Source: an optimization exercise on an open RTL-to-GDS flow (aim: small area and a short achievable clock period). Production flows keep margins and buffers that such runs may drop.
Function was checked by simulation only, so behaviour that the tests miss may differ from the original.
The clock port is modelled as an ideal driver; clocking choices that lean on that would not hold on a real chip.
Power figures rest on the tool's default switching activity, not on a simulated workload.

## design/flow/config.mk

```make
export PLATFORM = sky130hd
export DESIGN_NAME = mem_slave
export DESIGN_NICKNAME = mem_slave
export VERILOG_FILES = /design/flow/design.v
export SDC_FILE = /design/flow/constraint.sdc
export NUM_CORES = 4
export LEC_CHECK = 0
export ABC_CLOCK_PERIOD_IN_PS = 2000
export CAP_MARGIN = 20
export CORE_MARGIN = 2
export CORE_UTILIZATION = 40
export CTS_CLUSTER_DIAMETER = 80
export CTS_CLUSTER_SIZE = 25
export SETUP_SLACK_MARGIN = 3.0
export SLEW_MARGIN = 20
export SYNTH_HIERARCHICAL = 1
```

## design/flow/constraint.sdc

```tcl
create_clock -name core_clock -period 5.0 [get_ports {clk}]
set_input_delay 1.0000 -clock core_clock [delete_from_list [all_inputs] [get_ports {clk}]]
set_output_delay 1.0000 -clock core_clock [all_outputs]
set_load 0.01 [all_outputs]
```

## design/flow/design.v

```verilog
module ms_oai22 #(parameter int W = 1) (
  input  logic [W-1:0] a1, a2, b1, b2,
  output logic [W-1:0] y
);
  assign y = ~((a1 | a2) & (b1 | b2));
endmodule
module ms_aoi22 #(parameter int W = 1) (
  input  logic [W-1:0] a1, a2, b1, b2,
  output logic [W-1:0] y
);
  assign y = ~((a1 & a2) | (b1 & b2));
endmodule
module ms_rd_join (
  input  logic [10:0] p,
  input  logic [5:0]  n,
  output logic        t0, t1
);
  logic [5:0] q;
  logic [2:0] m;
  logic [1:0] r;
  for (genvar i = 0; i < 5; i++) begin : g_q
    ms_nor2 u_q (.a(p[2*i]), .b(p[2*i+1]), .y(q[i]));
  end
  ms_nor2 u_q5 (.a(p[10]), .b(1'b0), .y(q[5]));
  for (genvar i = 0; i < 3; i++) begin : g_m
    ms_nand2 u_m (.a(n[2*i]), .b(n[2*i+1]), .y(m[i]));
  end
  ms_nand3 u_r0 (.a(q[0]), .b(q[1]), .c(q[2]), .y(r[0]));
  ms_nand3 u_r1 (.a(q[3]), .b(q[4]), .c(q[5]), .y(r[1]));
  ms_nor3  u_t0 (.a(r[0]), .b(r[1]), .c(m[0]), .y(t0));
  ms_nor2  u_t1 (.a(m[1]), .b(m[2]), .y(t1));
endmodule
module ms_nand2 (
  input  logic a, b,
  output logic y
);
  assign y = ~(a & b);
endmodule
module ms_nand3 (
  input  logic a, b, c,
  output logic y
);
  assign y = ~(a & b & c);
endmodule
module ms_nor3 (
  input  logic a, b, c,
  output logic y
);
  assign y = ~(a | b | c);
endmodule
module ms_mux8 #(parameter int W = 1) (
  input  logic [8*W-1:0] d,
  input  logic [2:0]     s,
  output logic [W-1:0]   y
);
  logic [W-1:0] a, b;
  always_comb begin
    a = s[1] ? (s[0] ? d[3*W +: W] : d[2*W +: W]) : (s[0] ? d[1*W +: W] : d[0*W +: W]);
    b = s[1] ? (s[0] ? d[7*W +: W] : d[6*W +: W]) : (s[0] ? d[5*W +: W] : d[4*W +: W]);
    y = s[2] ? b : a;
  end
endmodule
module ms_mux2 #(parameter int W = 1) (
  input  logic [W-1:0] d0, d1,
  input  logic         s,
  output logic [W-1:0] y
);
  assign y = s ? d1 : d0;
endmodule
module ms_mux4 #(parameter int W = 1) (
  input  logic [4*W-1:0] d,
  input  logic [1:0]     s,
  output logic [W-1:0]   y
);
  assign y = s[1] ? (s[0] ? d[3*W +: W] : d[2*W +: W]) : (s[0] ? d[1*W +: W] : d[0*W +: W]);
endmodule
module ms_aosel4 #(parameter int W = 1) (
  input  logic [W-1:0] a, b, c, d,
  input  logic         sa, sb, sc, sd,
  output logic [W-1:0] y
);
  assign y = (a & {W{sa}}) | (b & {W{sb}}) | (c & {W{sc}}) | (d & {W{sd}});
endmodule
module ms_or2 (
  input  logic a, b,
  output logic y
);
  assign y = a | b;
endmodule
module ms_nor2 (
  input  logic a, b,
  output logic y
);
  assign y = ~(a | b);
endmodule
module mem_slave #(
  parameter int unsigned WIDTH       = 16,
  parameter int unsigned DEPTH       = 64,
  parameter int unsigned ADDR_WIDTH  = $clog2(DEPTH),
  parameter int unsigned WAIT_CYCLES = 2
) (
  input  logic                  clk,
  input  logic                  res,
  input  logic                  bus_wr_rd,
  input  logic [ADDR_WIDTH-1:0] bus_addr,
  input  logic [WIDTH-1:0]      bus_wdata,
  input  logic                  bus_valid,
  output logic                  bus_ready,
  output logic [WIDTH-1:0]      bus_rdata,
  output logic                  bus_rdata_vld
);
  localparam int N6 = 10;   
  logic             ready_q, w1_q, w2_q, rq1_q, rq2_q, rq3_q, pend_q;
  logic             rdt_q, rdb_q;
  logic [5:0]       ph6_q;       
  logic [3:0]       ph4_q;
  logic             we_q;
  logic [N6:0]      rsel_q;      
  logic [5:0]       o6_q;        
  logic [3:0]       o4_q;        
  logic [3:0]       tsel_q;      
  logic [1:0]       smatch_q;    
  logic [WIDTH-1:0] wdata_q;
  logic [WIDTH-1:0] rdbuf_q;
  logic [WIDTH-1:0] rdata_q;
  logic             rdata_vld_q;
  logic [WIDTH-1:0] m6_q [N6][6];
  logic [WIDTH-1:0] m4_q [4];
  logic             accept;
  logic [2:0]       h, l;
  logic             is4_d;
  logic [N6:0]      rdec, rsel_d;
  logic [5:0]       oh6;
  logic [3:0]       oh4;
  logic [5:0]       pn6;
  logic [3:0]       pn4;
  logic [5:0]       ctl_d;
  logic [WIDTH-1:0] rd_word;
  logic [WIDTH-1:0] rt0, rt1;
  logic             pos_odd;
  assign accept = ready_q && bus_valid;
  logic [WIDTH-1:0] wdata_n;
  assign wdata_n = ~wdata_q;
  assign h     = bus_addr[5:3];
  assign l     = bus_addr[2:0];
  assign is4_d = l[2] && l[1] && h[2] && h[1];
  always_comb begin
    for (int r = 0; r < 8; r++) rdec[r] = (h == 3'(r)) && !(l[2] && l[1]);
    rdec[8]  = l[2] && l[1] && !l[0] && !(h[2] && h[1]);
    rdec[9]  = l[2] && l[1] &&  l[0] && !(h[2] && h[1]);
    rdec[10] = is4_d;
  end
  always_comb begin
    for (int o = 0; o < 6; o++) oh6[o] = (l == 3'(o)) || (l[2] && l[1] && h == 3'(o));
    for (int o = 0; o < 4; o++) oh4[o] = is4_d && l[0] == o[1] && h[0] == o[0];
  end
  function automatic logic [5:0] ctl_of(input logic [5:0] p6, input logic [3:0] p4);
    ctl_of = {p6[2] || p4[1], p6[5] || p4[3],
              p4[1] || p4[2], p6[3] || p6[4], p6[1] || p6[2], p6[5] || p6[0] || p4[0] || p4[3]};
  endfunction
  logic [5*8-1:0] tab6;
  logic [4*4-1:0] tab4;
  logic [5:0]     ctl_hold, ctl_l, ctl_h, ctl_4;
  always_comb begin
    for (int k = 0; k < 6; k++) begin
      pn6[k] = 1'b0;
      for (int o = 0; o < 6; o++) pn6[k] = pn6[k] | (o6_q[o] && ph6_q[(k - o + 11) % 6]);
    end
    for (int k = 0; k < 4; k++) begin
      pn4[k] = 1'b0;
      for (int o = 0; o < 4; o++) pn4[k] = pn4[k] | (o4_q[o] && ph4_q[(k - o + 7) % 4]);
    end
    ctl_hold = ctl_of(pn6, pn4);
    tab6 = '0;
    tab4 = '0;
    for (int o = 0; o < 6; o++) begin
      logic [5:0] t6, c6;
      for (int k = 0; k < 6; k++) t6[k] = ph6_q[(k - o + 11) % 6];
      c6 = ctl_of(t6, 4'd0);
      tab6[o*5 +: 5] = {c6[5:4], c6[2:0]};
    end
    for (int o = 0; o < 4; o++) begin
      logic [3:0] t4;
      logic [5:0] c4;
      for (int k = 0; k < 4; k++) t4[k] = ph4_q[(k - o + 7) % 4];
      c4 = ctl_of(6'd0, t4);
      tab4[o*4 +: 4] = {c4[5:3], c4[0]};
    end
  end
  logic [4:0] vl, vh;
  logic [3:0] v4;
  ms_mux8 #(.W(5)) u_tl (.d(tab6), .s(l), .y(vl));
  ms_mux8 #(.W(5)) u_th (.d(tab6), .s(h), .y(vh));
  ms_mux4 #(.W(4)) u_t4 (.d(tab4), .s({l[0], h[0]}), .y(v4));
  assign ctl_l = {vl[4:3], 1'b0, vl[2:0]};
  assign ctl_h = {vh[4:3], 1'b0, vh[2:0]};
  assign ctl_4 = {v4[3:1], 2'b00, v4[0]};
  logic sel_l, sel_h, sel_4;
  assign sel_l = ready_q && !(l[2] && l[1]);
  assign sel_h = ready_q && l[2] && l[1] && !(h[2] && h[1]);
  assign sel_4 = ready_q && is4_d;
  ms_aosel4 #(.W(6)) u_ctl (.a(ctl_l), .b(ctl_h), .c(ctl_4), .d(ctl_hold),
                            .sa(sel_l), .sb(sel_h), .sc(sel_4), .sd(!ready_q), .y(ctl_d));
  assign pos_odd = pn6[1] || pn6[3] || pn6[5] || pn4[1] || pn4[3];
  logic [N6:0]      s0, ns0;
  logic [N6-1:0]    s1, ns1, s2;
  logic             s3;
  always_comb begin
    for (int r = 0; r <= N6; r++) s0[r] = rsel_q[r] && tsel_q[0];
    for (int r = 0; r < N6; r++) begin
      s1[r] = rsel_q[r] && tsel_q[1];
      s2[r] = rsel_q[r] && tsel_q[2];
    end
    s3  = tsel_q[3];
    ns0 = ~s0;
    ns1 = ~s1;
  end
  logic [WIDTH-1:0] pp [11];
  logic [WIDTH-1:0] nn [6];
  for (genvar i = 0; i < 5; i++) begin : g_rd
    ms_oai22 #(.W(WIDTH)) u_g0 (
      .a1(m6_q[2*i][0]), .a2({WIDTH{ns0[2*i]}}),
      .b1(m6_q[2*i+1][0]), .b2({WIDTH{ns0[2*i+1]}}), .y(pp[i]));
    ms_oai22 #(.W(WIDTH)) u_g1 (
      .a1(m6_q[2*i][2]), .a2({WIDTH{ns1[2*i]}}),
      .b1(m6_q[2*i+1][2]), .b2({WIDTH{ns1[2*i+1]}}), .y(pp[5+i]));
    ms_aoi22 #(.W(WIDTH)) u_g2 (
      .a1(m6_q[2*i][4]), .a2({WIDTH{s2[2*i]}}),
      .b1(m6_q[2*i+1][4]), .b2({WIDTH{s2[2*i+1]}}), .y(nn[i]));
  end
  assign pp[10] = ~(m4_q[0] | {WIDTH{ns0[N6]}});
  assign nn[5]  = ~(m4_q[2] & {WIDTH{s3}});
  for (genvar b = 0; b < WIDTH; b++) begin : g_join
    logic [10:0] pb;
    logic [5:0]  nb;
    for (genvar i = 0; i < 11; i++) begin : g_p
      assign pb[i] = pp[i][b];
    end
    for (genvar i = 0; i < 6; i++) begin : g_n
      assign nb[i] = nn[i][b];
    end
    ms_rd_join u_join (.p(pb), .n(nb), .t0(rt0[b]), .t1(rt1[b]));
  end
  assign rd_word = ~(rt0 & rt1);
  ms_mux2 #(.W(N6+1)) u_rsel (.d0(rsel_q), .d1(rdec), .s(ready_q), .y(rsel_d));
  always_ff @(posedge clk) begin
    if (res) begin
      ready_q     <= 1'b0;
      w1_q        <= 1'b0;
      w2_q        <= 1'b0;
      pend_q      <= 1'b0;
      rdt_q       <= 1'b0;
      rdb_q       <= 1'b0;
      ph6_q       <= 6'd1;
      ph4_q       <= 4'd1;
      rdata_q     <= '0;
      rdata_vld_q <= 1'b0;
    end else begin
      ready_q     <= !accept && !w1_q;
      w1_q        <= accept;
      w2_q        <= w1_q;
      pend_q      <= (accept && bus_wr_rd) || (we_q && (w1_q || w2_q));
      rdt_q       <= w1_q && !we_q && !pos_odd;
      rdb_q       <= w1_q && !we_q && pos_odd;
      ph6_q       <= {ph6_q[4:0], ph6_q[5]};
      ph4_q       <= {ph4_q[2:0], ph4_q[3]};
      rdata_vld_q <= w2_q && !we_q;
      if (rdt_q) rdata_q <= rd_word;
      else if (rdb_q) rdata_q <= rdbuf_q;
    end
    rq1_q <= res;
    rq2_q <= rq1_q;
    rq3_q <= rq2_q;
  end
  always_ff @(posedge clk) begin
    if (ready_q) begin
      we_q    <= bus_wr_rd;
      o6_q    <= oh6;
      o4_q    <= oh4;
        wdata_q <= bus_wdata;
    end
    {smatch_q, tsel_q} <= ctl_d;
    rsel_q  <= rsel_d;
    rdbuf_q <= rq3_q ? '0 : rd_word;
  end
  logic [N6:0] wr0, wr1, q0, q1, nwr0, nwr1, sel0, keep0, ws1, wk1;
  always_comb begin
    for (int r = 0; r <= N6; r++) begin
      wr0[r]  = pend_q && rsel_q[r] && smatch_q[0];
      wr1[r]  = pend_q && rsel_q[r] && smatch_q[1];
      q0[r]   = rq1_q || rq2_q || rq3_q || wr0[r];
      q1[r]   = rq1_q || rq2_q || rq3_q || wr1[r];
    end
    nwr0 = ~wr0;
    nwr1 = ~wr1;
  end
  for (genvar r = 0; r <= N6; r++) begin : g_ws
    ms_nor2 u_sel0  (.a(1'b0), .b(nwr0[r]), .y(sel0[r]));
    ms_nor2 u_keep0 (.a(1'b0), .b(q0[r]),   .y(keep0[r]));
    ms_or2  u_ws1   (.a(1'b0), .b(q1[r]),   .y(ws1[r]));
    ms_or2  u_wk1   (.a(1'b0), .b(nwr1[r]), .y(wk1[r]));
  end
  logic [WIDTH-1:0] d6s0 [N6];
  logic [WIDTH-1:0] d6s1 [N6];
  logic [WIDTH-1:0] d4s0, d4s1;
  for (genvar r = 0; r < N6; r++) begin : g_slot
    ms_aoi22 #(.W(WIDTH)) u_s0 (
      .a1(m6_q[r][5]), .a2({WIDTH{keep0[r]}}), .b1(wdata_q), .b2({WIDTH{sel0[r]}}), .y(d6s0[r]));
    ms_oai22 #(.W(WIDTH)) u_s1 (
      .a1(m6_q[r][2]), .a2({WIDTH{ws1[r]}}), .b1(wdata_n), .b2({WIDTH{wk1[r]}}), .y(d6s1[r]));
  end
  ms_aoi22 #(.W(WIDTH)) u_s40 (
    .a1(m4_q[3]), .a2({WIDTH{keep0[N6]}}), .b1(wdata_q), .b2({WIDTH{sel0[N6]}}), .y(d4s0));
  ms_oai22 #(.W(WIDTH)) u_s41 (
    .a1(m4_q[1]), .a2({WIDTH{ws1[N6]}}), .b1(wdata_n), .b2({WIDTH{wk1[N6]}}), .y(d4s1));
  always_ff @(posedge clk) begin
    for (int r = 0; r < N6; r++) begin
      m6_q[r][0] <= d6s0[r];
      m6_q[r][1] <= m6_q[r][0];
      m6_q[r][2] <= m6_q[r][1];
      m6_q[r][3] <= d6s1[r];
      m6_q[r][4] <= m6_q[r][3];
      m6_q[r][5] <= m6_q[r][4];
    end
    m4_q[0] <= d4s0;
    m4_q[1] <= m4_q[0];
    m4_q[2] <= d4s1;
    m4_q[3] <= m4_q[2];
  end
  assign bus_ready     = ready_q;
  assign bus_rdata     = rdata_q;
  assign bus_rdata_vld = rdata_vld_q;
endmodule
```

## design/flow/flow/run.sh

```bash
#!/bin/bash
set -euo pipefail
R=orfs/results/${FLOW_PLATFORM}/mem_slave/base
bash standard.sh cts > std_cts.log 2>&1
cp $R/4_cts.odb $R/4_cts_orig.odb
openroad -no_init -exit flow/clkroot.tcl > clkroot.log 2>&1
bash standard.sh finish > std_finish.log 2>&1
```

## design/flow/flow/clkroot.tcl

```tcl
set R orfs/results/$::env(FLOW_PLATFORM)/mem_slave/base
read_db $R/4_cts_orig.odb
set block [ord::get_db_block]
set clknet [[$block findBTerm clk] getNet]
set its [$clknet getITerms]
if {[llength $its] != 1} { error "clock port drives [llength $its] pins" }
set root [[lindex $its 0] getInst]
set rootnet [[$root findITerm X] getNet]
set mids {}
foreach it [$rootnet getITerms] { if {[$it getInst] != $root} { lappend mids $it } }
puts "root [$root getName] ([[$root getMaster] getName]) drives [llength $mids] pins"
proc cx {it} { set b [[$it getInst] getBBox]; return [expr {([$b xMin]+[$b xMax])/2}] }
proc cy {it} { set b [[$it getInst] getBBox]; return [expr {([$b yMin]+[$b yMax])/2}] }
if {[llength $mids] <= 4} {
  foreach it [$rootnet getITerms] { $it disconnect }
  [$root findITerm A] disconnect
  odb::dbInst_destroy $root
  odb::dbNet_destroy $rootnet
  foreach it $mids { $it connect $clknet; puts "clk -> [[$it getInst] getName]" }
} else {
  # regroup the buffers under the mids into 4 groups by position, one new buffer each
  set master [[$root getMaster] getName]
  set leaves {}
  set midinsts {}
  foreach it $mids {
    set m [$it getInst]
    lappend midinsts $m
    foreach l [[[$m findITerm X] getNet] getITerms] { if {[$l getInst] != $m} { lappend leaves $l } }
  }
  set sx [lsort -command {apply {{a b} {expr {[cx $a]-[cx $b]}}}} $leaves]
  set h [expr {[llength $sx]/2}]
  set groups {}
  foreach half [list [lrange $sx 0 [expr {$h-1}]] [lrange $sx $h end]] {
    set sy [lsort -command {apply {{a b} {expr {[cy $a]-[cy $b]}}}} $half]
    set q [expr {[llength $sy]/2}]
    lappend groups [lrange $sy 0 [expr {$q-1}]] [lrange $sy $q end]
  }
  foreach m $midinsts {
    set onet [[$m findITerm X] getNet]
    foreach it [$onet getITerms] { $it disconnect }
    odb::dbInst_destroy $m
    odb::dbNet_destroy $onet
  }
  foreach it [$rootnet getITerms] { $it disconnect }
  odb::dbInst_destroy $root
  odb::dbNet_destroy $rootnet
  set mm [[ord::get_db] findMaster $master]
  set k 0
  foreach g $groups {
    set sx 0; set sy 0
    foreach it $g { set sx [expr {$sx+[cx $it]}]; set sy [expr {$sy+[cy $it]}] }
    set n [llength $g]
    set inst [odb::dbInst_create $block $mm clkroot_$k]
    $inst setLocation [expr {$sx/$n}] [expr {$sy/$n}]
    $inst setPlacementStatus PLACED
    set net [odb::dbNet_create $block clknet_root_$k]
    $net setSigType CLOCK
    [$inst findITerm A] connect $clknet
    [$inst findITerm X] connect $net
    foreach it $g { $it connect $net }
    puts "clkroot_$k drives $n buffers"
    incr k
  }
  detailed_placement
}
write_db $R/4_cts.odb
```

## design/flow/standard.sh

```bash
#!/bin/bash
# synth_recipe.tcl (not shown) runs the flow's synth.tcl, then flattens the netlist and writes it again
# the make line also repeats each setting of config.mk as NAME=value (left out here)
make -C /OpenROAD-flow-scripts/flow DESIGN_CONFIG=/design/flow/config.mk WORK_HOME=/design/flow/orfs CLKGATE_MAP_FILE= SYNTH_SCRIPT=/design/flow/synth_recipe.tcl "${@:-finish}"
```

==> reports/summary.txt, run 1 <==
Ports: 44
Via Count: 20,200
Crit path time final: 1.97 ns
Crit Path Class: flop to output pin
Total global-route track usage: 0.222
Post-route ant nets: 0
Worst path cell trace: buf_6
Worst rel slew slack: 0.337
Max incr delay on CP: 0.41 ns
Fin. max-slew vios: 0
Initial antenna violation count: 0
Most common cell after layout, fill and taps aside: dfxtp_1
DRT Pass-1 Iters: 5
Clock sink count: 1,120
Hold Buf Count CTS: 0
Worst path arrival time: 0.97 ns
Global-route wire length before repair: 136,000 um
Clock Skews: 0.0316 ns
Final nets: 2,614
Synthesized area per cell: 13.4 um^2
Gate Count Post-Synth: 2,387
Xor/xnor share of the synthesized area: 0
Least-Margin Pin Slew: 0.995 ns
Crit end category: output pin
Main combinational cell family by area after synthesis: compound AO/OA/AOI/OAI gates
Vias in the first global route: 21,100
Total Power: 14.3 mW
CTS max path bufs: 3
Synthesized cell area: 32,100 um^2
Area Growth Syn to Fin: 13.9%
Crit-path max FO: 2
DP Worst Slack: 1.56 ns
Worst Setup Slack, final: 3.03 ns
DP Area: 34,300 um^2
Final Cycle Share: 0.395
Max Clock Freq: 0.507 GHz
Post-route cell area: 36,500 um^2
Row count: 103
Commonest cells after routing, fill and taps aside: 1,059 x dfxtp_1, 326 x o22ai_1, 256 x a22oi_2, 135 x nor2_1, 126 x nand2_1
Die ar.: 82,400 um^2
Lkg Pwr: 12.9 nW
Insertion delay to the later sink of the worst-skew pair: 0.46 ns
Root Driver: clkbuf_16
CTS tree: done
Synth cell types: 44
Setup TNS: 0 ns
Post-synthesis mux area share: 0.0282
Largest net degree at the start of global routing: 43
Worst-path clk slew: 0.10 ns
Die width: 287 um
RSZ-0062 raised after global routing: yes
Buffers & Inverters on Critical Path: 1
Ys Warns: 18
Final setup vio count: 0
Total CTS buffers: 51
Slowest CP cell: dfxtp_4
Remaining DRCs: 0
Worst Path Required: 4.00 ns
Synth Area in Compound Gates: 0.187
Synth Area in Simple Gates: 0.0673
PwrDens: 391 nW/um^2
WHS: 0.306 ns
Port Buffers: 43
Core Footprint: 79,100 um^2
Fraction of the mapped netlist area in adder cells: 0
Final Hold Viols: 0
DP Wirelength: 62,100 um
Number of synthesized register bits: 1,120
Final GP Congestion: 0.913
Number of synthesized flops with an enable pin: 27
Gr ovfl total: 0
Iter 0 DRT Violations: 1,632
Critical path's top delay family: flip-flops
Outcome: complete, no violations
Main synth FF type: dfxtp_1
Max Cap Viol: 0
Share of layout cells above drive strength 1: 0.230
Drt wl/cell: 25.5 um
H-tree Lvls: 2
Die Ht: 287 um
Worst Hold Class: flop to flop
Sequential share of the synthesized area: 0.708
# diodes: 0
Async SR Flop Fraction: 0
Maximum vdd drop: 0.272 mV
Initial core utilization: 0.405
Crit path launch type: flop
WL final: 92,800 um
Vias per inst: 5.55
-- final timing paths --
check	start	to	slack [ns]	cells past startpoint
worst min-delay path	m6_q[7][14]	m6_q[8][14]	0.31	0
worst max-delay path	rdata_q[13]	bus_rdata[13]	3.03	1
worst max register to register	rq3_q	m6_q[21][15]	3.04	5
worst min register to register	m6_q[7][14]	m6_q[8][14]	0.31	0
-- what timing repair did --
action,in CTS,in global routing
endpoints found under the hold margin,0,0
endpoints found under the setup margin,431,154
gates resized for setup,213,48
pin swaps,7,6
buffers inserted,15,18
gates cloned,1,0
-- per-layer routing --
| layer | vias up | share of wire | global-route usage |
|---|---|---|---|
| met3 | 188 | 0.055 | 0.0301 |
| met4 | 0 | 0.045 | 0.0952 |
| met5 | - | 0 | 0 |
| met1 | 10300 | 0.43 | 0.294 |
| li1 | 9081 | - | - |
| met2 | 720 | 0.47 | 0.364 |
-- registers in the layout (all words and copies together), names as in the netlist, 2 cells and up --
| register | count |
|---|---|
| tsel_q | 4 |
| rdbuf_q | 16 |
| m6_q | 960 |
| ph6_q | 6 |
| o6_q | 6 |
| o4_q | 4 |
| rdata_q | 16 |
| wdata_q | 16 |
| ph4_q | 4 |
| m4_q | 64 |
| rsel_q | 11 |
| smatch_q | 2 |
-- report_power, final --
part | internal (mW) | leakage [nW] | switching, mW | total, mW
clock network | 1.90 | 0.674 | 2.64 | 4.54
logic | 0.207 | 3.11 | 0.426 | 0.633
registers | 9.00 | 9.11 | 0.0926 | 9.10
-- Yosys stat by module, one instance, submodules excluded, a selection --
module	times used	flops+latches
ms_nor2	134	0
ms_nand3	32	0
ms_or2	22	0
ms_nand2	48	0
ms_nor3	16	0
ms_rd_join	16	0
mem_slave	1	1120
-- cell type report --
cell class                      count  area (um^2)
Clock buffer                       56         1330
Clock inverter                      3         55.1
Fill cell                        7157        42600
Inverter                           18         67.6
Multi-Input combinational cell   1280         9780
Sequential cell                  1120        22800
Tap cell                         1050         1310
Timing Repair Buffer              118         1210
-- kinds of logic (layout without fill, tap and decap cells) --
logic type | Yosys count | after routing
flops | 1120 | 1120
compound gates | 688 | 688
simple gates | 462 | 463
buf+inv | 55 | 195
mux | 45 | 45
other cells | 17 | 84
-- stage by stage --
step / util / cells
global route: 0.461 / 3645
finish: 0.461 / 3645
detailed placement: 0.433 / 3552
floorplan: - / 2454
CTS: 0.457 / 3628
global placement: 0.433 / 3552
-- synthesized netlist by cell type, types with 22 or more instances --
| master | n | share of area |
|---|---|---|
| clkbuf_1 | 31 | 0.0036 |
| nand3_1 | 39 | 0.0061 |
| nand2_1 | 147 | 0.017 |
| mux4_1 | 24 | 0.020 |
| a22oi_2 | 256 | 0.10 |
| edfxtp_1 | 27 | 0.025 |
| nor2b_1 | 27 | 0.0053 |
| o22ai_1 | 336 | 0.066 |
| a22oi_1 | 32 | 0.0075 |
| nor2_1 | 161 | 0.019 |
| or2_1 | 22 | 0.0043 |
| dfxtp_1 | 1093 | 0.68 |
==> inputs of run 2 (changes only) <==
--- a/design/flow/config.mk
+++ b/design/flow/config.mk
@@ -9,5 +9,5 @@
 export CAP_MARGIN = 20
 export CORE_MARGIN = 2
-export CORE_UTILIZATION = 40
+export CORE_UTILIZATION = 55
 export CTS_CLUSTER_DIAMETER = 80
 export CTS_CLUSTER_SIZE = 25
==> run 2 against run 1 <==
Compared with the run above:
- sequential cell count stayed put
- routed wire length hardly changed
- clock skew is 0.0098 ns lower
- largest cell class unchanged
- final cell count is 7.8% lower
- setup slack worse by 0.024 ns
- highest routed layer unchanged
- core utilization is 17 points higher
- synthesized cell count stayed put
==> reports/summary.txt, run 2 <==
Outcome: complete, no violations
Commonest cells after routing, fill and taps aside: 1,058 x dfxtp_1, 329 x o22ai_1, 258 x a22oi_2, 135 x nor2_1, 126 x nand2_1
Worst path cell trace: nand2_4 -> o22ai_1 -> nor2_1 -> nand3_1 -> nor3_2 -> a311oi_1
Final Non-Filler Cells: 3,361
Gate Count Post-Synth: 2,387
Vias per inst: 5.94
Placed insts: 3,260
Worst R2R Path Depth: 6
PwrDens: 394 nW/um^2
Final GP Congestion: 0.855
Worst Setup Slack, final: 3.00 ns
DP Wirelength: 61,300 um
Via Count: 20,000
Post-route ant nets: 0
Critical path capture point: rdata_q[11]
Crit path time final: 2.00 ns
Crit path launch type: flop
Die width: 245 um
DRT Pass-1 Iters: 5
Crit-path max FO: 16
Final Hold Viols: 0
Layout filler cell count: 4,529
Clock Skews: 0.0217 ns
Max reg flops: 960
Worst-path clk slew: 0.10 ns
Synthesized area per cell: 13.4 um^2
Crit Path Class: flop to flop
Clock sink count: 1,120
Worst path arrival time: 2.34 ns
Die Ht: 245 um
Leading area contributor after synthesis: dfxtp_1
Root Driver: clkbuf_16
Lkg Pwr: 12.9 nW
Share of layout cells above drive strength 1: 0.227
Final nets: 2,609
Slowest CP cell: dfxtp_4
Crit path from: tsel_q[1]
Worst Path Required: 5.34 ns
Setup TNS: 0 ns
Biggest register: m6_q
FF-to-FF End: rdata_q[11]
Initial antenna violation count: 0
CTS max path bufs: 3
Async SR Flop Fraction: 0
Top cells by area, synth: dfxtp_1 68%, a22oi_2 10%, o22ai_1 6.6%
Most common cell after layout, fill and taps aside: dfxtp_1
Number of synthesized register bits: 1,120
Reg2reg start: tsel_q[1]
Area Growth Syn to Fin: 12.8%
Insertion delay to the later sink of the worst-skew pair: 0.45 ns
Crit end category: flop
Drt wl/cell: 27.6 um
Synth cell types: 44
Most common cell in the netlist: dfxtp_1
Ys Warns: 18
H-tree Lvls: 2
Final setup vio count: 0
Biggest regs: m6_q x960, m4_q x64
Fin. max-slew vios: 0
CTS tree: done
Total global-route track usage: 0.307
Iter 0 DRT Violations: 1,575
Final Cycle Share: 0.400
Max incr delay on CP: 0.59 ns
Main synth FF type: dfxtp_1
Total Power: 14.2 mW
Global-route wire length before repair: 134,000 um
Core Footprint: 57,700 um^2
Worst rel slew slack: 0.331
Vias in the first global route: 20,100
Port Buffers: 43
Row count: 88
Initial core utilization: 0.556
Remaining DRCs: 0
Ports: 44
DP Worst Slack: 1.53 ns
Util after Layout: 0.627
Reg-to-reg slack, setup: 3.00 ns
RSZ-0062 raised after global routing: yes
Largest net degree at the start of global routing: 43
Die ar.: 60,300 um^2
Gr ovfl total: 0
Number of synthesized flops with an enable pin: 27
Most instantiated cells after synthesis: 1,093 x dfxtp_1, 336 x o22ai_1, 256 x a22oi_2, 161 x nor2_1, 147 x nand2_1
Share of the synthesized area in the top cell type: 0.682
# diodes: 0
Total CTS buffers: 51
Max Cap Viol: 0
Least-Margin Pin Slew: 1.00 ns
WL final: 92,700 um
Worst Hold Class: flop to flop
Sequential share of the synthesized area: 0.708
Synthesized cell area: 32,100 um^2
Max Clock Freq: 0.501 GHz
Maximum vdd drop: 0.337 mV
[run 2: cell types whose count changed in the layout (fill, tap and decap cells not counted), sizes merged]
| cell | change |
|---|---|
| buf | -5 |
| clkbuf | +5 |
| clkdlybuf4s50 | +1 |
| clkinv | -1 |
| inv | +2 |
| nor3 | -1 |
[run 2: Yosys stat by module, one instance, submodules excluded, excerpt]
module | cells inside | flip-flops and latches
mem_slave | 1459 | 1120
ms_nor2 | 1 | 0
ms_nand2 | 1 | 0
ms_nor3 | 1 | 0
ms_or2 | 1 | 0
ms_rd_join | 1 | 0
ms_nand3 | 1 | 0
[run 2: cell type report]
| cell class | count | area, um^2 | area share |
|---|---|---|---|
| Clock inverter | 4 | 56.3 | 0.00156 |
| Timing Repair Buffer | 114 | 1260 | 0.0348 |
| Multi-Input combinational cell | 1279 | 9750 | 0.270 |
| Tap cell | 765 | 957 | 0.0265 |
| Sequential cell | 1120 | 22800 | 0.629 |
| Inverter | 18 | 67.6 | 0.00187 |
| Clock buffer | 61 | 1310 | 0.0363 |
[run 2: worst max-delay path, delay by kind of cell, from the launching register on]
family           cells  cell delay [ns]
flip-flops           1             0.59
AO/OA/AOI/OAI        2             0.74
AND/OR/NAND/NOR      4             0.55
[run 2: report_power, final]
| group | leakage, nW | switching, mW | internal, mW |
|---|---|---|---|
| Sequential | 9.11 | 0.109 | 9.01 |
| Clock | 0.668 | 2.65 | 1.88 |
| Combinational | 3.12 | 0.402 | 0.196 |
[run 2: through the flow]
step,cell area [um^2],hold slack [ns]
final,36200,0.320
after detailed placement,33900,0.312
after global placement,33900,0.310
after CTS,35900,0.326
after floorplan,32400,0.310
after global routing,36200,0.327
[run 2: worst min path at each step]
stage                       from           end  slack (ns)  depth (start not counted)
finish                m6_q[1][0]    m6_q[2][0]        0.32                          0
global route          m6_q[9][1]   m6_q[10][1]        0.33                          0
CTS                  m6_q[15][1]   m6_q[16][1]        0.33                          0
detailed placement   m6_q[13][6]   m6_q[14][6]        0.31                          0
global placement    m6_q[31][10]  m6_q[32][10]        0.31                          0
floorplan             m6_q[9][0]   m6_q[10][0]        0.31                          0
[run 2: what timing repair did]
action	CTS	global route
cloned	0	1
hold endpoints to repair	0	0
setup buffers	23	12
endpoints found under the setup margin	429	68
hold buffers	0	0
pin swaps	13	0
resized for setup	203	60
[run 2: metal layers]
layer,track usage,wire [um],vias to the layer above
met1,0.414,40100,10100
met3,0.0375,4680,150
met4,0.110,3390,0
met2,0.511,44600,627
met5,0,0,-
li1,-,-,9075
[run 2: kinds of logic (layout without fill, tap and decap cells)]
logic type / count (synthesis) / count (layout) / synth area share
AO/OA/AOI/OAI: 688 / 688 / 0.187
other: 17 / 84 / 0.00199
AND/OR/NAND/NOR: 462 / 462 / 0.0673
buffers and inverters: 55 / 197 / 0.00745
flip-flops: 1120 / 1120 / 0.708
multiplexers: 45 / 45 / 0.0282
==> inputs of run 3 (changes only) <==
--- a/design/flow/design.v
+++ b/design/flow/design.v
@@ -22,5 +22,5 @@
     ms_nor2 u_q (.a(p[2*i]), .b(p[2*i+1]), .y(q[i]));
   end
-  ms_nor2 u_q5 (.a(p[10]), .b(1'b0), .y(q[5]));
+  assign q[5] = ~p[10];
   for (genvar i = 0; i < 3; i++) begin : g_m
     ms_nand2 u_m (.a(n[2*i]), .b(n[2*i+1]), .y(m[i]));
@@ -200,6 +200,14 @@
   assign sel_h = ready_q && l[2] && l[1] && !(h[2] && h[1]);
   assign sel_4 = ready_q && is4_d;
-  ms_aosel4 #(.W(6)) u_ctl (.a(ctl_l), .b(ctl_h), .c(ctl_4), .d(ctl_hold),
-                            .sa(sel_l), .sb(sel_h), .sc(sel_4), .sd(!ready_q), .y(ctl_d));
+  ms_aosel4 #(.W(3)) u_ctl (.a({ctl_l[5:4], ctl_l[0]}), .b({ctl_h[5:4], ctl_h[0]}),
+                            .c({ctl_4[5:4], ctl_4[0]}), .d({ctl_hold[5:4], ctl_hold[0]}),
+                            .sa(sel_l), .sb(sel_h), .sc(sel_4), .sd(!ready_q),
+                            .y({ctl_d[5:4], ctl_d[0]}));
+  ms_aosel4 #(.W(2)) u_ctl12 (.a(ctl_l[2:1]), .b(ctl_h[2:1]), .c(ctl_hold[2:1]), .d(ctl_hold[2:1]),
+                              .sa(sel_l), .sb(sel_h), .sc(!ready_q), .sd(!ready_q),
+                              .y(ctl_d[2:1]));
+  ms_aosel4 #(.W(1)) u_ctl3 (.a(ctl_4[3]), .b(ctl_hold[3]), .c(ctl_hold[3]), .d(ctl_hold[3]),
+                             .sa(sel_4), .sb(!ready_q), .sc(!ready_q), .sd(!ready_q),
+                             .y(ctl_d[3]));
   assign pos_odd = pn6[1] || pn6[3] || pn6[5] || pn4[1] || pn4[3];
   logic [N6:0]      s0, ns0;
@@ -295,10 +303,8 @@
     nwr1 = ~wr1;
   end
-  for (genvar r = 0; r <= N6; r++) begin : g_ws
-    ms_nor2 u_sel0  (.a(1'b0), .b(nwr0[r]), .y(sel0[r]));
-    ms_nor2 u_keep0 (.a(1'b0), .b(q0[r]),   .y(keep0[r]));
-    ms_or2  u_ws1   (.a(1'b0), .b(q1[r]),   .y(ws1[r]));
-    ms_or2  u_wk1   (.a(1'b0), .b(nwr1[r]), .y(wk1[r]));
-  end
+  assign sel0  = wr0;
+  assign keep0 = ~q0;
+  assign ws1   = q1;
+  assign wk1   = nwr1;
   logic [WIDTH-1:0] d6s0 [N6];
   logic [WIDTH-1:0] d6s1 [N6];
--- a/design/flow/config.mk
+++ b/design/flow/config.mk
@@ -9,5 +9,5 @@
 export CAP_MARGIN = 20
 export CORE_MARGIN = 2
-export CORE_UTILIZATION = 55
+export CORE_UTILIZATION = 40
 export CTS_CLUSTER_DIAMETER = 80
 export CTS_CLUSTER_SIZE = 25
==> run 3 against run 2 <==
Compared with the run above:
- global-route usage is 8.2 points lower
- critical path depth up 1
- fmax decreased by 2.4%
- sequential power is essentially flat
- combinational power is 6.9% higher
- routed wire length increased by 1.0%
- non-clock buffer count rose by 4
- sequential cell count unchanged
- largest cell class unchanged
==> reports/summary.txt, run 3 <==
Switch share: 0.226
Post-route ant nets: 0
Worst rel slew slack: 0.447
Port Buffers: 43
Crit path time final: 2.05 ns
Final Cycle Share: 0.409
WHS: 0.326 ns
Outcome: complete, no violations
Crit Path Class: flop to flop
Max Cap Viol: 0
# diodes: 0
Initial core utilization: 0.403
Number of synthesized register bits: 1,120
Worst-path clk slew: 0.10 ns
Core Footprint: 78,900 um^2
Commonest cells after routing, fill and taps aside: 1,056 x dfxtp_1, 329 x o22ai_1, 256 x a22oi_2, 118 x nor2_1, 89 x nand2_1
PwrDens: 397 nW/um^2
Biggest register: m6_q
CTS max path bufs: 3
Global-route wire length before repair: 135,000 um
Clock sink count: 1,120
Final nets: 2,506
Largest net degree at the start of global routing: 43
Crit-path max FO: 10
Final GP Congestion: 0.865
Total CTS buffers: 52
DRT Pass-1 Iters: 6
Comb power frac: 0.045
Via Count: 19,900
Die Ht: 286 um
Area Growth Syn to Fin: 13.3%
Biggest regs: m6_q x960, m4_q x64
Slowest CP cell: dfxtp_4
Crit end category: flop
Share of layout cells above drive strength 1: 0.233
Worst hold start: m6_q[37][1]
Vias in the first global route: 20,100
Gr ovfl total: 0
H-tree Lvls: 2
Remaining DRCs: 0
Top cells by area, synth: dfxtp_1 69%, a22oi_2 10%, o22ai_1 6.6%
Row count: 103
Crit path launch type: flop
Clock Skews: 0.0345 ns
Clock Power Share: 0.319
Ports: 44
Die ar.: 81,800 um^2
RSZ-0062 raised after global routing: yes
Worst path cell trace: nand2_4 -> buf_4 -> o22ai_1 -> nor2_1 -> nand3_1 -> nor3_4 -> a311oi_1
Drt wl/cell: 26.5 um
Reg power frac: 0.636
Most common cell in the netlist: dfxtp_1
Fin. max-slew vios: 0
Max incr delay on CP: 0.58 ns
Insertion delay to the later sink of the worst-skew pair: 0.46 ns
Leading area contributor after synthesis: dfxtp_1
Max Clock Freq: 0.489 GHz
DP Wirelength: 61,500 um
Synthesized cell area: 31,800 um^2
Synth cell types: 44
Vias per inst: 5.62
Ys Warns: 18
Least-Margin Pin Slew: 0.829 ns
Reg2reg start: tsel_q[1]
Gate Count Post-Synth: 2,328
CTS tree: done
Share of the synthesized area in the top cell type: 0.688
WL final: 93,600 um
NetSw: 3.24 mW
Root Driver: clkbuf_16
Main synth FF type: dfxtp_1
Final setup vio count: 0
Internal: 11.1 mW
Sequential share of the synthesized area: 0.713
Most instantiated cells after synthesis: 1,093 x dfxtp_1, 336 x o22ai_1, 256 x a22oi_2, 134 x nor2_1, 125 x nand2_1
Synthesized area per cell: 13.7 um^2
Max reg flops: 960
Lkg Pwr: 12.8 nW
Iter 0 DRT Violations: 1,790
Die width: 286 um
Worst Hold Class: flop to flop
Number of synthesized flops with an enable pin: 27
Setup TNS: 0 ns
Async SR Flop Fraction: 0
Worst path arrival time: 2.42 ns
Worst Path Required: 5.37 ns
Most common cell after layout, fill and taps aside: dfxtp_1
Total global-route track usage: 0.225
Maximum vdd drop: 0.277 mV
Crit path from: tsel_q[1]
Initial antenna violation count: 0
Final Hold Viols: 0
run 3: cell count changes in the layout (fill, tap and decap cells not counted), moves of 13 or more:
cell / previous run / this run
nor2_1: 135 / 118
buf_4: 47 / 63
conb_1: 84 / 20
nand2_1: 126 / 89
buf_12: 21 / 8
inv_1: 17 / 33
run 3: stage by stage:
stage | setup slack, ns | cell area, um^2 | instances | utilization | power (mW)
2_1_floorplan | 2.78 | 31900 | 2347 | - | 9.58
3_3_place_gp | 1.47 | 33900 | 3461 | 0.430 | 9.87
3_5_place_dp | 1.45 | 33900 | 3461 | 0.430 | 9.87
4_1_cts | 2.79 | 35800 | 3532 | 0.454 | 14.4
5_1_grt | 2.95 | 36000 | 3540 | 0.457 | 14.7
6_report | 2.95 | 36000 | 3540 | 0.457 | 14.3
run 3: final cells by class:
cell class	instances	area (um^2)
multi-input combinational	1155	9340
inverter	34	128
clock inverter	9	111
clock buffer	54	1290
fill	7105	42800
sequential	1120	22800
timing repair buffer	118	1120
tap	1050	1310
run 3: power by group through the flow:
stage | logic, mW | registers [mW] | clock network (mW)
after floorplan | 0.294 | 9.29 | 0
after global placement | 0.569 | 9.30 | 0
after detailed placement | 0.574 | 9.30 | 0
after CTS | 0.592 | 9.11 | 4.74
after global routing | 0.656 | 9.13 | 4.97
final | 0.639 | 9.12 | 4.57
run 3: final timing paths:
path / slack (ns) / end / cells past startpoint
setup / recovery: 2.95 / rdata_q[7] / 7
hold / removal: 0.33 / m6_q[38][1] / 0
setup reg to reg: 2.95 / rdata_q[7] / 7
hold reg to reg: 0.33 / m6_q[38][1] / 0
run 3: worst max-delay path: cells and delay by family (launching register included):
family	cells	cell delay (ns)
AOI/OAI and AO/OA	2	0.61
DFF	1	0.58
buffers and inverters	1	0.26
and+or+nand+nor	4	0.52
run 3: timing repair:
action	CTS	global route
pin swaps	4	5
setup endpoints to repair	430	128
resized for setup	232	45
hold buffers	0	0
setup buffers	7	9
run 3: cells by family after synthesis:
family / after synthesis / synth area share
buffers and inverters: 72 / 0.00952
other: 1 / 0.000118
and+or+nand+nor: 402 / 0.0599
AOI/OAI and AO/OA: 688 / 0.189
muxes: 45 / 0.0284
DFF: 1120 / 0.713
run 3: layer usage:
layer | vias up | wire, um | global-route usage
met3 | 180 | 6490 | 0.0330
li1 | 8903 | - | -
met2 | 781 | 42800 | 0.358
met1 | 10000 | 40700 | 0.311
met5 | - | 0 | 0
met4 | 0 | 3700 | 0.0815
run 3: modules after synthesis, one instance, submodules excluded, a selection:
module / flops+latches / cells inside / times used / cell area, um^2
mem_slave: 1120 / 1460 / 1 / 24500
ms_nand2: 0 / 1 / 48 / 3.75
ms_nand3: 0 / 1 / 32 / 5.00
ms_nor2: 0 / 1 / 96 / 3.75
ms_nor3: 0 / 1 / 16 / 10.0
ms_rd_join: 0 / 1 / 16 / 3.75
==> inputs of run 4 (changes only) <==
--- a/design/flow/config.mk
+++ b/design/flow/config.mk
@@ -12,5 +12,5 @@
 export CTS_CLUSTER_DIAMETER = 80
 export CTS_CLUSTER_SIZE = 25
-export SETUP_SLACK_MARGIN = 3.0
+export SETUP_SLACK_MARGIN = 3.1
 export SLEW_MARGIN = 20
 export SYNTH_HIERARCHICAL = 1
==> run 4 against run 3 <==
Compared with the run above:
- still clean
- critical path depth is 6 lower
- sequential cell count unchanged
- non-clock buffer count up 13
- global-route usage is 0.29 points lower
- first-iteration DRC count decreased by 13%
- sequential share of layout area is 0.40 points lower
- core utilization increased by 0.33 points
- sequential power about the same
- die area unchanged
- fmax increased by 3.6%
- critical endpoint is now bus_rdata[3]
- largest power group unchanged
==> reports/summary.txt, run 4 <==
RSZ-0062 raised after global routing: yes
Most common cell in the netlist: dfxtp_1
Sequential share of the synthesized area: 0.713
Most instantiated cells after synthesis: 1,093 x dfxtp_1, 336 x o22ai_1, 256 x a22oi_2, 134 x nor2_1, 125 x nand2_1
Util after Layout: 0.460
Crit path time final: 1.98 ns
Worst hold path depth: 0
Number of synthesized flops with an enable pin: 27
Max incr delay on CP: 0.41 ns
Layout filler cell count: 6,986
Critical path's top delay family: flip-flops
Leading area contributor after synthesis: dfxtp_1
Share of the synthesized area in the top cell type: 0.688
Worst path arrival time: 0.98 ns
Final Hold Viols: 0
Total CTS buffers: 51
Largest net degree at the start of global routing: 43
Die width: 286 um
Clock sink count: 1,120
Synth cell types: 44
Share of layout cells above drive strength 1: 0.240
Die Ht: 286 um
Post-route cell area: 36,300 um^2
Gr ovfl total: 0
Reg-to-reg slack, setup: 3.09 ns
Top cells by area, synth: dfxtp_1 69%, a22oi_2 10%, o22ai_1 6.6%
Iter 0 DRT Violations: 1,556
CTS max path bufs: 3
Insertion delay to the later sink of the worst-skew pair: 0.45 ns
PwrDens: 393 nW/um^2
Total global-route track usage: 0.222
Vias per inst: 5.66
Drt wl/cell: 26.2 um
Initial antenna violation count: 0
Crit path launch type: flop
Synthesized cell area: 31,800 um^2
Via Count: 20,100
Outcome: complete, no violations
Final GP Congestion: 0.865
Final Cycle Share: 0.395
Least-Margin Pin Slew: 0.945 ns
Post-route ant nets: 0
Worst Hold Class: flop to flop
Synthesized area per cell: 13.7 um^2
Area of the multi-input gates: 9440 um^2
Most common cell after layout, fill and taps aside: dfxtp_1
Ys Warns: 18
Max reg flops: 960
Remaining DRCs: 0
Crit-path max FO: 2
Maximum vdd drop: 0.239 mV
Setup TNS: 0 ns
Root Driver: clkbuf_16
H-tree Lvls: 2
Die ar.: 81,800 um^2
Crit end category: output pin
WL final: 93,000 um
Async SR Flop Fraction: 0
Global-route wire length before repair: 134,000 um
DP Area: 33,900 um^2
CTS tree: done
Sequential Area: 22,800 um^2
Worst hold start: m6_q[9][1]
Worst R2R Path Depth: 2
Core Footprint: 78,900 um^2
Max Clock Freq: 0.506 GHz
Initial core utilization: 0.403
Area Growth Syn to Fin: 14.1%
Reg2reg start: wdata_q[6]
Vias in the first global route: 20,200
Worst Path Required: 4.00 ns
FF-to-FF End: m6_q[21][6]
Hold Buf Count CTS: 0
Port Buffers: 43
Final setup vio count: 0
Worst-path clk slew: 0.10 ns
Crit path from: rdata_q[3]
Worst rel slew slack: 0.369
Crit Path Class: flop to output pin
# diodes: 0
Max Cap Viol: 0
Fin. max-slew vios: 0
Clock Skews: 0.0297 ns
Ports: 44
Worst path cell trace: buf_6
Gate Count Post-Synth: 2,328
Buffers & Inverters on Critical Path: 1
Commonest cells after routing, fill and taps aside: 1,055 x dfxtp_1, 328 x o22ai_1, 258 x a22oi_2, 108 x nor2_1, 93 x nand2_1
Total Power: 14.3 mW
Main synth FF type: dfxtp_1
Biggest register: m6_q
Number of synthesized register bits: 1,120
Slowest CP cell: dfxtp_4
Final nets: 2,518
Hold EP: m6_q[10][1]
DP Wirelength: 60,200 um
Row count: 103
Lkg Pwr: 12.8 nW
Biggest regs: m6_q x960, m4_q x64
DRT Pass-1 Iters: 5
## run 4: area by class of cell
cell class,instances,area share
clock buffers,54,0.0349
flip-flops and latches,1120,0.627
well taps,1050,0.0362
clock inverters,4,0.00134
repair buffers,131,0.0367
inverters,34,0.00362
multi-input cells,1155,0.260
## run 4: worst max-delay path by stage
stage | to | depth (start not counted)
floorplan | m6_q[0][0] | 5
global placement | tsel_q[1] | 5
detailed placement | tsel_q[2] | 5
CTS | bus_rdata[3] | 1
global route | bus_rdata[3] | 1
finish | bus_rdata[3] | 1
## run 4: logic make-up (layout without fill, tap and decap cells)
logic type,Yosys count,count (layout),share of synthesized area
other,1,20,0.000118
buffers and inverters,72,223,0.00952
flip-flops,1120,1120,0.713
AND/OR/NAND/NOR,402,402,0.0599
multiplexers,45,45,0.0284
AO/OA/AOI/OAI,688,688,0.189
## run 4: stage by stage
stage,setup slack [ns],instances,hold WS (ns)
floorplan,2.78,2347,0.310
global placement,1.46,3461,0.310
detailed placement,1.40,3461,0.312
CTS,2.83,3531,0.328
global route,3.01,3548,0.336
finish,3.02,3548,0.328
## run 4: where the power goes
part | internal, mW | switching (mW)
clock | 1.83 | 2.63
combinational | 0.213 | 0.470
sequential | 9.01 | 0.104
## run 4: per-module statistics from Yosys, one instance, submodules excluded, a selection
module / cells / flip-flops and latches
ms_rd_join: 1 / 0
ms_nor3: 1 / 0
ms_nand2: 1 / 0
mem_slave: 1460 / 1120
ms_nand3: 1 / 0
ms_nor2: 1 / 0
## run 4: routing by layer
layer  GRT usage  wire, um  vias to the layer above
met5           0         0                        -
met2       0.352     42300                      844
met1       0.305     40200                    10100
met3      0.0325      6550                      179
met4      0.0889      3850                        0
li1            -         -                     8927
## run 4: repair_timing
action,CTS,global route
gates resized for setup,240,86
endpoints found under the setup margin,429,174
buffers inserted,11,16
pin swaps,3,3
gates cloned,0,2
==> inputs of run 5 (changes only) <==
--- a/design/flow/design.v
+++ b/design/flow/design.v
@@ -121,6 +121,5 @@
   logic [3:0]       tsel_q;      
   logic [1:0]       smatch_q;    
-  logic [WIDTH-1:0] wdata_q;
-  logic [WIDTH-1:0] rdbuf_q;
+  logic [WIDTH-1:0] wdata_q;     
   logic [WIDTH-1:0] rdata_q;
   logic             rdata_vld_q;
@@ -275,5 +274,5 @@
       rdata_vld_q <= w2_q && !we_q;
       if (rdt_q) rdata_q <= rd_word;
-      else if (rdb_q) rdata_q <= rdbuf_q;
+      else if (rdb_q) rdata_q <= wdata_q;
     end
     rq1_q <= res;
@@ -286,9 +285,9 @@
       o6_q    <= oh6;
       o4_q    <= oh4;
-        wdata_q <= bus_wdata;
     end
     {smatch_q, tsel_q} <= ctl_d;
     rsel_q  <= rsel_d;
-    rdbuf_q <= rq3_q ? '0 : rd_word;
+    if (ready_q) wdata_q <= bus_wdata;
+    else if (w1_q && !we_q) wdata_q <= rq3_q ? '0 : rd_word;
   end
   logic [N6:0] wr0, wr1, q0, q1, nwr0, nwr1, sel0, keep0, ws1, wk1;
==> run 5 against run 4 <==
Compared with the run above:
- still clean
- sequential share of layout area fell by 4.6 points
- die area down 0.44%
- hold slack got worse by 0.019 ns
- critical path depth grew 9
- first-iteration DRC count grew 35%
- non-clock buffer count grew 104
- register-to-register slack got worse by 0.24 ns
- via count is 3.7% higher
- final cell count grew 3.3%
- fmax fell by 8.0%
- critical endpoint is now wdata_q[14]
- largest power group unchanged
- highest routed layer unchanged
==> reports/summary.txt, run 5 <==
Ports: 44
Comb power frac: 0.069
Clock Power Share: 0.313
Top cells by area, synth: dfxtp_1 68%, a22oi_2 10%, o22ai_1 6.7%
Most instantiated cells after synthesis: 1,077 x dfxtp_1, 337 x o22ai_1, 256 x a22oi_2, 142 x nand2_1, 132 x nor2_1
Crit end category: flop
WL final: 101,000 um
Synth cell types: 49
Number of synthesized register bits: 1,104
Commonest cells after routing, fill and taps aside: 1,039 x dfxtp_1, 276 x o22ai_1, 257 x a22oi_2, 112 x buf_4, 99 x nand2_1
Port Buffers: 43
Clock Skews: 0.0377 ns
Slowest CP cell: dfxtp_4
Main synth FF type: dfxtp_1
Share of layout cells above drive strength 1: 0.323
Fin. max-slew vios: 0
Cell depth of the worst setup path: 10
Synthesized area per cell: 13.6 um^2
Max incr delay on CP: 0.40 ns
# diodes: 0
Reg-to-reg slack, setup: 2.85 ns
Least-Margin Pin Slew: 0.943 ns
Util after Layout: 0.490
Switch share: 0.237
Die Ht: 285 um
Max reg flops: 960
Post-route cell area: 38,600 um^2
NetSw: 3.45 mW
Biggest register: m6_q
Gr ovfl total: 0
Maximum vdd drop: 0.289 mV
Number of synthesized flops with an enable pin: 27
Leading area contributor after synthesis: dfxtp_1
DRT Pass-1 Iters: 6
Crit-path max FO: 8
Post-route ant nets: 0
Final Hold Viols: 0
Sequential share of the synthesized area: 0.706
Worst rel slew slack: 0.371
H-tree Lvls: 2
Buffers & Inverters on Critical Path: 3
Insertion delay to the later sink of the worst-skew pair: 0.47 ns
Vias in the first global route: 21,300
Async SR Flop Fraction: 0
Iter 0 DRT Violations: 2,098
Setup TNS: 0 ns
Vias per inst: 5.68
Outcome: complete, no violations
Synthesized cell area: 31,700 um^2
Crit path time final: 2.15 ns
Clock sink count: 1,104
Initial core utilization: 0.402
Lkg Pwr: 13.9 nW
RSZ-0062 raised after global routing: yes
Worst R2R Path Depth: 10
Final GP Congestion: 0.893
Cell mode on critical path: buf_12
Worst Hold Class: flop to flop
Critical path's top delay family: simple AND/OR/NAND/NOR gates
Max Clock Freq: 0.466 GHz
Reg power frac: 0.617
Worst hold start: m6_q[49][3]
Most common cell in the netlist: dfxtp_1
FF-to-FF End: wdata_q[14]
Remaining DRCs: 0
PwrDens: 377 nW/um^2
Core Footprint: 78,700 um^2
Biggest regs: m6_q x960, m4_q x64
Most common cell after layout, fill and taps aside: dfxtp_1
Share of the synthesized area in the top cell type: 0.681
Max Cap Viol: 0
CTS tree: done
Gate Count Post-Synth: 2,331
Crit path from: tsel_q[0]
CTS max path bufs: 3
Final nets: 2,629
Reg2reg start: tsel_q[0]
DP Wirelength: 60,600 um
Total global-route track usage: 0.240
Ys Warns: 18
Worst Path Required: 5.23 ns
Row count: 103
Initial antenna violation count: 0
Layout filler cell count: 6,744
Global-route wire length before repair: 143,000 um
Worst-path clk slew: 0.10 ns
Crit Path Class: flop to flop
Worst path arrival time: 2.38 ns
Drt wl/cell: 27.5 um
Root Driver: clkbuf_16
Final Cycle Share: 0.430
Crit path launch type: flop
Final setup vio count: 0
Critical path capture point: wdata_q[14]
Area Growth Syn to Fin: 21.9%
Die width: 285 um
Worst path cell trace: buf_12 -> buf_12 -> nand2_8 -> buf_6 -> o22ai_1 -> nor2_2 -> nand3_1 -> nor3_2 -> nand2_1 -> a22o_1
Via Count: 20,800
Die ar.: 81,500 um^2
Largest net degree at the start of global routing: 33
Total CTS buffers: 51
Internal: 11.1 mW
DP Area: 33,700 um^2
run 5: changes by cell type after synthesis, moves of 3 or more:
cell | previous run | this run
a21oi_1 | 17 | 1
a22o_1 | 2 | 18
and3_1 | 18 | 14
buf_6 | 4 | 7
clkbuf_1 | 32 | 29
dfxtp_1 | 1093 | 1077
nand2_1 | 125 | 142
or2_1 | 0 | 12
or2_2 | 12 | 0
run 5: worst min path at each step:
stage | end | cells past startpoint
5_1_grt | m6_q[50][3] | 0
6_report | m6_q[50][3] | 0
2_1_floorplan | m6_q[10][0] | 0
4_1_cts | m6_q[50][3] | 0
3_3_place_gp | m6_q[58][10] | 0
3_5_place_dp | m6_q[10][14] | 0
run 5: power by group through the flow:
stage / logic (mW) / registers (mW) / clock network [mW]
after global placement: 0.604 / 9.19 / 0
after global routing: 1.03 / 9.01 / 4.92
after floorplan: 0.322 / 9.17 / 0
final: 1.01 / 9.00 / 4.57
after detailed placement: 0.608 / 9.20 / 0
after CTS: 0.889 / 8.99 / 4.70
run 5: area by class of cell:
type                            count  area (um^2)  area share
Clock inverter                      8          110     0.00285
Sequential cell                  1104        22500       0.582
Inverter                           35          131     0.00340
Timing Repair Buffer              235         2730      0.0707
Clock buffer                       57         1280      0.0331
Tap cell                         1050         1310      0.0340
Multi-Input combinational cell   1177        10600       0.274
run 5: repair_timing:
item,4_1_cts,5_1_grt
cloned,10,0
gates resized for setup,427,132
buffers inserted,92,42
pin swaps,111,76
hold buffers,0,0
setup endpoints to repair,411,183
run 5: logic make-up (layout without fill, tap and decap cells):
kind of cell | after synthesis | in the layout | share of synthesized area
multiplexers | 45 | 45 | 0.0286
AO/OA/AOI/OAI | 689 | 689 | 0.192
flip-flops | 1104 | 1104 | 0.706
buffers and inverters | 76 | 335 | 0.0110
other | 1 | 20 | 0.000118
AND/OR/NAND/NOR | 416 | 423 | 0.0623
run 5: stage by stage:
stage / power [mW] / std cells / setup slack, ns / hold slack [ns]
final: 14.6 / 3666 / 2.85 / 0.308
after global routing: 15.0 / 3666 / 2.83 / 0.306
after CTS: 14.6 / 3625 / 2.74 / 0.305
after detailed placement: 9.80 / 3457 / 1.53 / 0.312
after global placement: 9.80 / 3457 / 1.55 / 0.310
after floorplan: 9.49 / 2350 / 2.81 / 0.310
run 5: Yosys stat by module (local to each module, per instance), a selection:
module	cells	copies in the design	cell area [um^2]
ms_rd_join	1	16	3.75
ms_nor2	1	96	3.75
ms_nand2	1	48	3.75
ms_nand3	1	32	5.00
mem_slave	1463	1	24400
ms_nor3	1	16	10.0
run 5: routing by layer:
| metal | vias up | part of all wire | wire length (um) | track usage |
|---|---|---|---|---|
| met5 | - | 0 | 0 | 0 |
| met4 | 0 | 0.050 | 5040 | 0.110 |
| met3 | 234 | 0.083 | 8330 | 0.0418 |
| met2 | 981 | 0.44 | 44600 | 0.371 |
| met1 | 10400 | 0.42 | 42700 | 0.329 |
| li1 | 9194 | - | - | - |

-- afterwards: timing with drivers on the ports --
Ports are ideal in the flow. The routed layouts listed here were re-timed in OpenROAD. Step 1 sets driving cells, clkbuf_16 on the clock port and buf_2 on the other inputs (assumed; they add their load-dependent delay and slew). Step 2 also shifts input and output timing later by t, the mid clock arrival at the registers, as if the neighbouring blocks saw the same clock. a / b / c = ideal / step 1 / step 2; a / b = the first two.
run	t (ns)	setup WS [ns]	latest minus earliest clock arrival (ns)
run 1	0.569	3.026 / 2.896 / 2.577	0.037 / 0.037
run 2	0.566	3.002 / 2.909 / 2.538	0.022 / 0.022
run 3	0.574	2.953 / 2.891 / 2.556	0.035 / 0.035
run 4	0.556	3.024 / 2.900 / 2.534	0.031 / 0.031
run 5	0.583	2.852 / 2.835 / 2.649	0.045 / 0.045
After both steps every run listed still meets setup and hold. The setup slack of run 4, which loses most, moves by -0.124 ns with the drivers and by -0.490 ns with both steps.
